What follows belongs to an exercise in optimizing a design on an open flow for small area; a production flow would make more cautious choices. Function was checked by simulation only, so behaviour that the tests miss may differ from the original. Power and IR drop assume default switching activity.

<file path="flow/config.mk">
export PLATFORM = sky130hd
export DESIGN_NAME = axis_register
export DESIGN_NICKNAME = axis_register
export VERILOG_FILES = /design/flow/design.v
export SDC_FILE = /design/flow/constraint.sdc
export NUM_CORES = 4
export LEC_CHECK = 0
export CAP_MARGIN = 20
export CORE_AREA = 5 5 295 295
export DIE_AREA = 0 0 300 300
export SLEW_MARGIN = 20
</file>
<file path="flow/constraint.sdc">
create_clock -name core_clock -period 3.0 [get_ports {clk}]
set_input_delay 0.6000 -clock core_clock [delete_from_list [all_inputs] [get_ports {clk}]]
set_output_delay 0.6000 -clock core_clock [all_outputs]
set_load 0.01 [all_outputs]
</file>
<file path="flow/design.v">
module axis_register #(
    parameter int MODE           = 0,
    parameter int TREADY_RST_VAL = 0,
    parameter int ENABLE_TKEEP   = 1,
    parameter int ENABLE_TLAST   = 1,
    parameter int ENABLE_TID     = 0,
    parameter int ENABLE_TDEST   = 0,
    parameter int ENABLE_TUSER   = 1,
    parameter int TDATA_WIDTH    = 512,
    parameter int TID_WIDTH      = 8,
    parameter int TDEST_WIDTH    = 8,
    parameter int TUSER_WIDTH    = 1
) (
    input  logic                     clk,
    input  logic                     rst,
    output logic                     s_tready,
    input  logic                     s_tvalid,
    input  logic [TDATA_WIDTH-1:0]   s_tdata,
    input  logic [TDATA_WIDTH/8-1:0] s_tkeep,
    input  logic                     s_tlast,
    input  logic [TID_WIDTH-1:0]     s_tid,
    input  logic [TDEST_WIDTH-1:0]   s_tdest,
    input  logic [TUSER_WIDTH-1:0]   s_tuser,
    input  logic                     m_tready,
    output logic                     m_tvalid,
    output logic [TDATA_WIDTH-1:0]   m_tdata,
    output logic [TDATA_WIDTH/8-1:0] m_tkeep,
    output logic                     m_tlast,
    output logic [TID_WIDTH-1:0]     m_tid,
    output logic [TDEST_WIDTH-1:0]   m_tdest,
    output logic [TUSER_WIDTH-1:0]   m_tuser
);
    localparam int KW = TDATA_WIDTH / 8;
    localparam int PW = TDATA_WIDTH + KW + 1 + TID_WIDTH + TDEST_WIDTH + TUSER_WIDTH;
    logic [KW-1:0]          keep_in;
    logic                   last_in;
    logic [TID_WIDTH-1:0]   id_in;
    logic [TDEST_WIDTH-1:0] dest_in;
    logic [TUSER_WIDTH-1:0] user_in;
    logic [PW-1:0]          s_payload;
    logic [PW-1:0]          m_payload;
    assign keep_in   = (ENABLE_TKEEP != 0) ? s_tkeep : '0;
    assign last_in   = (ENABLE_TLAST != 0) ? s_tlast : 1'b0;
    assign id_in     = (ENABLE_TID   != 0) ? s_tid   : '0;
    assign dest_in   = (ENABLE_TDEST != 0) ? s_tdest : '0;
    assign user_in   = (ENABLE_TUSER != 0) ? s_tuser : '0;
    assign s_payload = {s_tdata, keep_in, last_in, id_in, dest_in, user_in};
    logic [KW-1:0]          keep_out;
    logic                   last_out;
    logic [TID_WIDTH-1:0]   id_out;
    logic [TDEST_WIDTH-1:0] dest_out;
    logic [TUSER_WIDTH-1:0] user_out;
    assign {m_tdata, keep_out, last_out, id_out, dest_out, user_out} = m_payload;
    assign m_tkeep = (ENABLE_TKEEP != 0) ? keep_out : '0;
    assign m_tlast = (ENABLE_TLAST != 0) ? last_out : 1'b0;
    assign m_tid   = (ENABLE_TID   != 0) ? id_out   : '0;
    assign m_tdest = (ENABLE_TDEST != 0) ? dest_out : '0;
    assign m_tuser = (ENABLE_TUSER != 0) ? user_out : '0;
    if (MODE == 0) begin : g_skid
        logic          s_tready_q, s_tready_d;
        logic          m_tvalid_q, m_tvalid_d;
        logic [PW-1:0] out_q;
        logic [PW-1:0] skid_q;
        logic          accept;
        assign accept = s_tvalid && s_tready_q;
        assign m_tvalid_d = accept || (m_tvalid_q && (!m_tready || !s_tready_q));
        assign s_tready_d = !m_tvalid_q || m_tready || (s_tready_q && !s_tvalid);
        always_ff @(posedge clk or posedge rst) begin
            if (rst) begin
                s_tready_q <= (TREADY_RST_VAL != 0);
                m_tvalid_q <= 1'b0;
            end else begin
                s_tready_q <= s_tready_d;
                m_tvalid_q <= m_tvalid_d;
            end
        end
        always_ff @(posedge clk) begin
            if (!m_tvalid_q || m_tready) out_q <= s_tready_q ? s_payload : skid_q;
            if (s_tready_q)              skid_q <= s_payload;
        end
        assign s_tready  = s_tready_q;
        assign m_tvalid  = m_tvalid_q;
        assign m_payload = out_q;
    end else if (MODE == 1) begin : g_simple
        logic          s_tready_q, s_tready_d;
        logic          m_tvalid_q, m_tvalid_d;
        logic [PW-1:0] out_q, out_d;
        logic          accept;
        assign accept = s_tvalid && s_tready_q;
        always_ff @(posedge clk or posedge rst) begin
            if (rst) begin
                s_tready_q <= (TREADY_RST_VAL != 0);
                m_tvalid_q <= 1'b0;
                out_q      <= '0;
            end else begin
                s_tready_q <= s_tready_d;
                m_tvalid_q <= m_tvalid_d;
                out_q      <= out_d;
            end
        end
        always_comb begin
            m_tvalid_d = m_tvalid_q;
            out_d      = out_q;
            if (accept) begin
                m_tvalid_d = 1'b1;
                out_d      = s_payload;
            end else if (m_tready) begin
                m_tvalid_d = 1'b0;
            end
            s_tready_d = !m_tvalid_d;
        end
        assign s_tready  = s_tready_q;
        assign m_tvalid  = m_tvalid_q;
        assign m_payload = out_q;
    end else begin : g_bypass
        logic unused_clk_rst;
        assign unused_clk_rst = clk ^ rst;
        assign s_tready       = m_tready;
        assign m_tvalid       = s_tvalid;
        assign m_payload      = s_payload;
    end
endmodule
</file>
<file path="flow/flow/run.sh">
#!/bin/bash
# The standard layout (standard.sh, standard synthesis unchanged) with these changes:
#  - port buffers made of the smallest buffer cell (buf_1);
#  - a clock tree of small leaf buffers (clkbuf_4) over clusters of up to 10 sinks (60 um across),
#    clkbuf_8 inside the tree and a clkbuf_16 root, without dummy loads;
#  - power recovery after global route, which downsizes cells that have slack.
# Each tool's full output goes to its own log under orfs/logs/; make's output to flow_make.log.
set -euo pipefail
bash standard.sh \
  "PLACE_PINS_ARGS=-min_distance 1 -min_distance_in_tracks" \
  "BUFFER_PORTS_ARGS=-buffer_cell sky130_fd_sc_hd__buf_1" \
  "CTS_ARGS=-sink_clustering_enable -repair_clock_nets -dont_use_dummy_load -sink_clustering_size 10 -sink_clustering_max_diameter 60 -root_buf sky130_fd_sc_hd__clkbuf_16 -tree_buf sky130_fd_sc_hd__clkbuf_8 -sink_clustering_buffer sky130_fd_sc_hd__clkbuf_4 -buf_list {sky130_fd_sc_hd__clkbuf_4 sky130_fd_sc_hd__clkbuf_8 sky130_fd_sc_hd__clkbuf_16}" \
  RECOVER_POWER=100 \
  finish > flow_make.log 2>&1
</file>
<file path="flow/standard.sh">
#!/bin/bash
# synth_recipe.tcl (not shown) runs the flow's synth.tcl, then flattens the netlist and writes it again
# the make line also repeats each setting of config.mk as NAME=value (left out here)
make -C /OpenROAD-flow-scripts/flow DESIGN_CONFIG=/design/flow/config.mk WORK_HOME=/design/flow/orfs CLKGATE_MAP_FILE= SYNTH_SCRIPT=/design/flow/synth_recipe.tcl "${@:-finish}"
</file>
==> results.yml <==
placed_design:
  dpl_cell_area_sq_mm: 0.04213
  dpl.hpwl_microns: 74650
  port_buffers: 1161
  placed_cells: 4036
  dp_slack_ns: 0.8710
  place.gp.congestion: 0.8881
cts:
  cts.sinks: 1158
  clock_path_buffers: 3
  clk_latency_ns: 0.64
  cts.hold.buffers_added: 1
  clk_pin_slew_ns: 0.11
  cts.repair.resized: 0
  cts_setup_buffers: 0
  cts_max_level: 4
  cts-root-buf: "clkbuf_16"
  cts_tree: "yes"
  cts_made_buffers: 135
sta:
  rsz0062_at_grt: "false"
  hold-worst-slack_ns: 0.1705
  period_needed_ns: 2.717
  finClkSkew_ns: 0.1138
  period_share_pct: 90.56
  setup_slack_ns: 0.2832
  tns_ns: 0
  hold_viol_final: 0
  setup_viol: 0
  slew_violations: 0
  max_freq_mhz: 368.1
  worstMarginPinSlew_ns: 1.398
  timing.slew.headroom_pct: 6.803
power:
  p_int_mw: 22.26
  p_sw_mw: 7.359
  vdd_drop_max_mv: 0.3726
  p_leak_nw: 15.40
  p_clk_share_pct: 23.7
  power_density_mw_per_mm2: 690.5
  switching_share_pct: 24.85
  seqPwrFrac_pct: 64.4
  power_frac_comb_pct: 11.8
flow_run:
  drv_cap: 0
routing:
  dr.pass1.iters: 4
  wl_per_cell_microns: 23.02
  num_vias: 20740
  viasPerCell: 4.895
  ant_nets: 0
  drt-initial-drc-count: 1089
  wl_microns: 97570
  drc: 0
synth:
  synth_area_sq_mm: 0.03646
  ys_seq_elements: 1158
  synthCells: 1824
  yosysSeqAreaShare_pct: 79.47
  syn-mean-instance-area_sq_um: 19.99
  synth_warnings: 1
  synth.distinct_cells: 14
global_routing:
  grt_overflow: 0
  grt_max_degree: 98
  antenna_found_initial: 86
  track_usage_pct: 20.55
  grt_pass1_vias: 22000
  grt_pass1_wl_microns: 138000
cells_and_area:
  nNetsFinal: 3692
  drive_above_1_share_pct: 15.78
  final_cell_mix: "1130 x buf_1, 578 x edfxtp_1, 578 x dfxtp_1, 327 x mux2_2, 251 x mux2_1"
  final_common_cell: "buf_1"
  final_cell_area_sq_mm: 0.04290
  finalNonFillerCells: 4238
  syn_to_final_growth_pct: 17.64
floorplan:
  fp-row-count: 106
  die_w_microns: 300
  die_area_sq_mm: 0.09000
  coreArea_sq_mm: 0.08356
  ioPinCount: 1194
  initial_core_util_pct: 43.64
  die_y_microns: 300
worst_setup_path:
  r2r_slack_ns: 0.28
  r2r-end: "g_skid.out_q[283]"
  startpoint: "g_skid.s_tready_q"
  worst_ep_arrival_time_ns: 3.03
  critPathCapture: "g_skid.out_q[283]"
  crit_fanout: 91
  startpoint_type: "flop"
  worst_setup_path_end_kind: "flop"
  cp.required_ns: 3.31
  reg2reg_depth: 2
  path_class: "reg2reg"
  crit-reg2reg-launch: "g_skid.s_tready_q"
run_status:
  status: "complete, no violations"
min_path:
  hold_path_class: "in2reg"
==> worst max-delay path, cell delays in order, from the launching register on <==
cell,delay [ns]
dfrtp_4,0.71
clkbuf_4,1.05
mux2_2,0.44
==> cells in the mapped netlist (all sizes together) <==
| cell | n | area share, % |
|---|---|---|
| buf | 81 | 1.7 |
| edfxtp | 578 | 48 |
| a21o | 1 | 0.021 |
| dfrtp | 2 | 0.14 |
| nand2b | 1 | 0.017 |
| inv | 2 | 0.021 |
| nand2 | 1 | 0.010 |
| conb | 1 | 0.010 |
| a22o | 1 | 0.024 |
| dfxtp | 578 | 32 |
| mux2 | 578 | 19 |
==> worst min path at each step <==
stage / slack (ns) / startpoint / end / depth (start not counted)
detailed placement: 0.45 / rst / g_skid.m_tvalid_q / 2
global placement: 0.44 / rst / g_skid.m_tvalid_q / 2
floorplan: 0.34 / rst / g_skid.m_tvalid_q / 1
CTS: 0.1 / s_tdata[15] / g_skid.skid_q[97] / 2
finish: 0.17 / s_tdata[7] / g_skid.skid_q[89] / 2
global route: 0.10 / s_tdata[15] / g_skid.skid_q[97] / 2
==> registers in the layout (all words and copies together), names as in the netlist <==
| name | count |
|---|---|
| g_skid.skid_q | 578 |
| g_skid.s_tready_q | 1 |
| g_skid.m_tvalid_q | 1 |
| g_skid.out_q | 578 |
==> per-layer routing <==
layer	track usage [%]	up-vias	routed length [microns]
met1	21.15	9874	32610
met4	15.92	46	8115
met3	12.93	387	14010
met2	29.99	1215	42520
li1	-	9222	-
met5	0	-	329
==> per-stage QoR <==
step | util (%) | power (mW)
2_1_floorplan | - | 21.57
3_3_place_gp | 50.42 | 23.02
3_5_place_dp | 50.42 | 23.21
4_1_cts | 51.79 | 30.23
5_1_grt | 51.29 | 31.01
6_report | 51.34 | 29.62
==> cell families (layout without fill, tap and decap cells) <==
logic type | Yosys count | count (layout) | share of synthesized area (%)
muxes | 578 | 578 | 18.74
and+or+nand+nor | 2 | 2 | 0.02745
other | 1 | 82 | 0.01028
DFF | 1158 | 1158 | 79.47
buffers and inverters | 83 | 1336 | 1.705
AOI/OAI and AO/OA | 2 | 2 | 0.04462
==> area by class of cell <==
class / instances / area [sq um]
fill: 7345 / 40660
sequential: 1158 / 28980
multi-input combinational: 598 / 6595
timing repair buffer: 1199 / 4666
tap: 1080 / 1351
clock buffer: 135 / 1131
antenna: 66 / 165.2
inverter: 2 / 7.507
==> power by group through the flow <==
stage	Clock (mW)	Sequential, mW	Combinational, mW
6_report	7.03	19.1	3.50
5_1_grt	8.02	19.3	3.74
4_1_cts	7.36	19.1	3.75
3_5_place_dp	0	19.5	3.74
3_3_place_gp	0	19.4	3.62
2_1_floorplan	0	20.0	1.56

-- port drivers added, routing unchanged --
The flow's constraints put no driver on any port. The routed layout listed below was extracted and timed again, unchanged, in two steps.
Step 1, drivers: a clkbuf_16 drives clk and a buf_2 each remaining input, both assumed.
Step 2 adds t to the input delays and takes it off the output delays; t is the mean of the earliest and latest rising clock arrival at the registers after step 1. Input paths then give back, and output paths get back, about the clock's delay inside the block.
a / b / c = ideal / step 1 / step 2; a / b = the first two.
t (ns): 0.651
setup slack, ns: 0.283 / 0.283 / -0.017
hold WS [ns]: 0.171 / 0.147 / 0.463
clock arrival spread, ns: 0.130 / 0.130
slew at the worst register clock pin (ns): 0.11 / 0.11
Met with ideal ports but missed after step 2: setup timing in this run. The setup slack of this run moves by 0.000 ns with the drivers and by -0.300 ns with both steps.
